From an optimization exercise on the open Yosys and OpenROAD flow, aimed at small area and a short achievable clock period; shortcuts taken in it are not production practice. At most, simulation tests tie the RTL to the original design; equivalence was not proved. Power figures rest on the tool's default switching activity, not on a simulated workload.

job 101:
Design pst_brain_core, start of the top module:
module pst_brain_core (
  input  logic       clk,
  input  logic       rst,
  input  logic [7:0] cur0,
  input  logic [7:0] cur1,
  input  logic [7:0] cur2,
  input  logic [7:0] cur3,
  output logic [7:0] phase0,
  output logic [7:0] phase1,
  output logic [7:0] phase2,
  output logic [7:0] phase3,
  output logic [2:0] winner,
  output logic [7:0] winner_score,
  output logic [7:0] winner_rel,
  output logic [7:0] w_ab,
  output logic [7:0] w_ac,
  output logic [7:0] w_ad,
  output logic [7:0] w_bc,
  output logic [7:0] w_bd,
  output logic [7:0] w_cd,
  output logic [7:0] seq_slot_A,
  output logic [7:0] seq_slot_B,
  output logic       seq_force_valid,
  output logic [7:0] seq_force_pred,
  output logic [7:0] pred_out,
  output logic [7:0] pred_err,
  output logic       reward_out,
  output logic [2:0] gamma_cnt,
  output logic [2:0] theta_cnt,
  output logic       theta_tick,
  output logic       episode_last,
  output logic [2:0] ep_winner,
  output logic [3:0] ep_strength,
  output logic       ep_valid,
  output logic       exploit_mode,
  output logic       explore_mode,
  output logic [1:0] confidence_level,
  output logic       err_explore,
  output logic       delta_tick,
  output logic [2:0] topic_winner,
  output logic [2:0] topic_strength,
  output logic       topic_valid
);
For scale: roughly 2300 cells after synthesis, about 310 flip-flops, ~200 I/O pins, ~0.019 sq mm of cells after synthesis.
Settings: LEC_CHECK=0, ABC_AREA=1, CAP_MARGIN=20, CORE_MARGIN=2, CORE_UTILIZATION=66, CTS_BUF_LIST=sky130_fd_sc_hd__clkbuf_8, CTS_CLUSTER_DIAMETER=60, CTS_CLUSTER_SIZE=16, SLEW_MARGIN=20; clock period 40.0 ns.
standard.sh (not shown) runs the stock make flow with config.mk's settings and CLKGATE_MAP_FILE= SYNTH_SCRIPT=/design/flow/synth_recipe.tcl, a recipe that flattens the netlist after the stock synthesis.
==> flow/flow/run.sh <==
#!/bin/bash
# The standard layout with these changes:
# - synthesis maps the logic with the ABC script flow/abc_area.script (an area-recovering
#   mapping) in place of ORFS's abc_area.script; the scripts folder is otherwise ORFS's own,
#   copied unchanged, and synthesis still runs through synth_recipe.tcl;
# - the adder step (extract_fa and its map file) is skipped, so ABC maps adders too;
# - the ports are buffered with buf_1 instead of the delay buffer buffer_ports picks;
# - the timing repair steps aim for a setup slack margin of 30.6 ns, so that they size up the
#   slowest paths.
# The clock constraint (constraint.sdc) is unchanged. Each tool's output is in orfs/logs; make's
# own output goes to standard.log.
set -euo pipefail
here=$(pwd)
rm -rf "$here/scripts_abc"
cp -r "$FLOW_HOME/scripts" "$here/scripts_abc"
cp "$here/flow/abc_area.script" "$here/scripts_abc/abc_area.script"
bash standard.sh SCRIPTS_DIR="$here/scripts_abc" BUFFER_PORTS_ARGS="-buffer_cell sky130_fd_sc_hd__buf_1" ADDER_MAP_FILE= SETUP_SLACK_MARGIN=30.6 finish > standard.log 2>&1
==> flow/flow/abc_area.script <==
&get -n
&st
&dch -f
&nf -R 1000 -p
&put
topo
Job 101 finished all stages; the layout is clean.
Inputs modified between job 101 and job 102:
Settings: changing CORE_UTILIZATION from 66 to 60; removing ABC_AREA (formerly 1).
==> flow/flow/run.sh <==
#!/bin/bash
set -euo pipefail
bash standard.sh BUFFER_PORTS_ARGS="-buffer_cell sky130_fd_sc_hd__buf_1" finish > standard.log 2>&1
removed: flow/flow/abc_area.script
[summary]
Remaining antenna violation count after routing came out exactly the same in job 102 and job 101.
Compared with job 101, job 102 shows first-pass GRT wire length that has gone up by more than 10%.
Job 102 vs. job 101: average wire length per cell after detail routing increased 1.3 microns; number of distinct library cell variants in the gate-level netlist after synthesis increased about 47%.
For job 103, these inputs were changed with respect to job 102:
Settings: ABC_AREA now 1, previously not set.
==> flow/flow/run.sh <==
#!/bin/bash
# The standard layout with these changes:
# - synthesis maps the logic with the ABC script flow/abc_area.script (an area-recovering
#   mapping) in place of ORFS's abc_area.script; the scripts folder is otherwise ORFS's own,
#   copied unchanged, and synthesis still runs through synth_recipe.tcl;
# - the adder step (extract_fa and its map file) is skipped, so ABC maps adders too;
# - the ports are buffered with buf_1 instead of the delay buffer buffer_ports picks;
# - the timing repair steps aim for a setup slack margin of 30.7 ns, so that they size up the
#   slowest paths.
# The clock constraint (constraint.sdc) is unchanged. Each tool's output is in orfs/logs; make's
# own output goes to standard.log.
set -euo pipefail
here=$(pwd)
rm -rf "$here/scripts_abc"
cp -r "$FLOW_HOME/scripts" "$here/scripts_abc"
cp "$here/flow/abc_area.script" "$here/scripts_abc/abc_area.script"
bash standard.sh SCRIPTS_DIR="$here/scripts_abc" BUFFER_PORTS_ARGS="-buffer_cell sky130_fd_sc_hd__buf_1" ADDER_MAP_FILE= SETUP_SLACK_MARGIN=30.7 finish > standard.log 2>&1
==> flow/flow/abc_area.script (new file) <==
&get -n
&st
&dc2
&dch -f
&nf -R 1000 -p
&st
&dc2
&dch -f
&nf -R 1000 -p
&put
topo
==> run notes <==
- Job 103 reached the final stage; the timing, design-rule and antenna checks on its layout passed.
- In the reports for job 103 and job 102, the smaller share of total power in combinational logic belongs to job 102.
- Switching power share of the total: job 103 vs job 102 down 0.23 points
- Between job 103 and job 102, the difference in total power is negligible.
- Summary — clock power share, job 103 relative to job 102: lower, by 3.6 points.

========
Another version of the RTL of pst_brain_core (not shown whole).
Size in the first run: roughly 200 I/O pins.
clock: 40.0 ns
lec_check: 0
cap_margin: 20
core_margin: 2
core_utilization: 40
slew_margin: 20
run.sh (not shown) runs the stock make flow with config.mk's settings and CLKGATE_MAP_FILE= SYNTH_SCRIPT=/design/flow/synth_recipe.tcl, a recipe that flattens the netlist after the stock synthesis.
Stock flow here: none of the scripts above is used.
Change:
==> flow/flow/run.sh (new file) <==
#!/bin/bash
set -euo pipefail
bash standard.sh BUFFER_PORTS_ARGS="-buffer_cell sky130_fd_sc_hd__buf_1" finish > standard.log 2>&1
==> flow/standard.sh (new file) <==
#!/bin/bash
# synth_recipe.tcl (not shown) runs the flow's synth.tcl, then flattens the netlist and writes it again
# the make line also repeats each setting of config.mk as NAME=value (left out here)
make -C /OpenROAD-flow-scripts/flow DESIGN_CONFIG=/design/flow/config.mk WORK_HOME=/design/flow/orfs CLKGATE_MAP_FILE= SYNTH_SCRIPT=/design/flow/synth_recipe.tcl "${@:-finish}"
removed: flow/run.sh
After rerunning: Fmax grows by 1.4%. Routed wire length shrinks by 1.2%. Total power shrinks by 2.0%. Sequential share of layout area grows by 1.2 points. Register-to-register slack is worse by 290 ps. Global-route usage shrinks by 0.28 points. Setup slack is better by 140 ps. Hold slack is worse by 4.1 ps. Count of clock-buffer cells in the layout grows by 5. Sequential power stays flat.
Function was not checked in any run of this note: the RTL went through the layout flow alone.

## what the ideal ports hide
In the flow no input, the clock included, has a driving cell. The finished layouts below were timed again as built, in two steps. Step 1 assumes that a clkbuf_16 drives the clock port and a buf_2 every other input. Step 2 moves the port delays by t, midway between the first and last clock arrival at a register: inputs arrive t later, outputs are due t later. That takes back most of the time a late clock gives input paths. Three values: ideal ports, drivers, drivers and shift; two values: the first two.
run | shift t [ns] | slack for setup (ns) | worst data-port slew with drivers (ns) | cell pins on the clock port's net
job 101 | 0.605 | 30.615 / 30.566 / 30.002 | 0.08 | 1
job 102 | 0.662 | 28.972 / 28.972 / 28.972 | 0.05 | 1
job 103 | 0.587 | 30.687 / 30.634 / 30.143 | 0.06 | 1
the first run of note 2 | 0.660 | 29.695 / 29.632 / 29.456 | 0.04 | 1
the second run of note 2 | 0.650 | 29.840 / 29.780 / 29.756 | 0.03 | 1
After both steps every run listed still meets setup and hold. The setup slack of job 101, which loses most, moves by -0.049 ns with the drivers and by -0.613 ns with both steps.
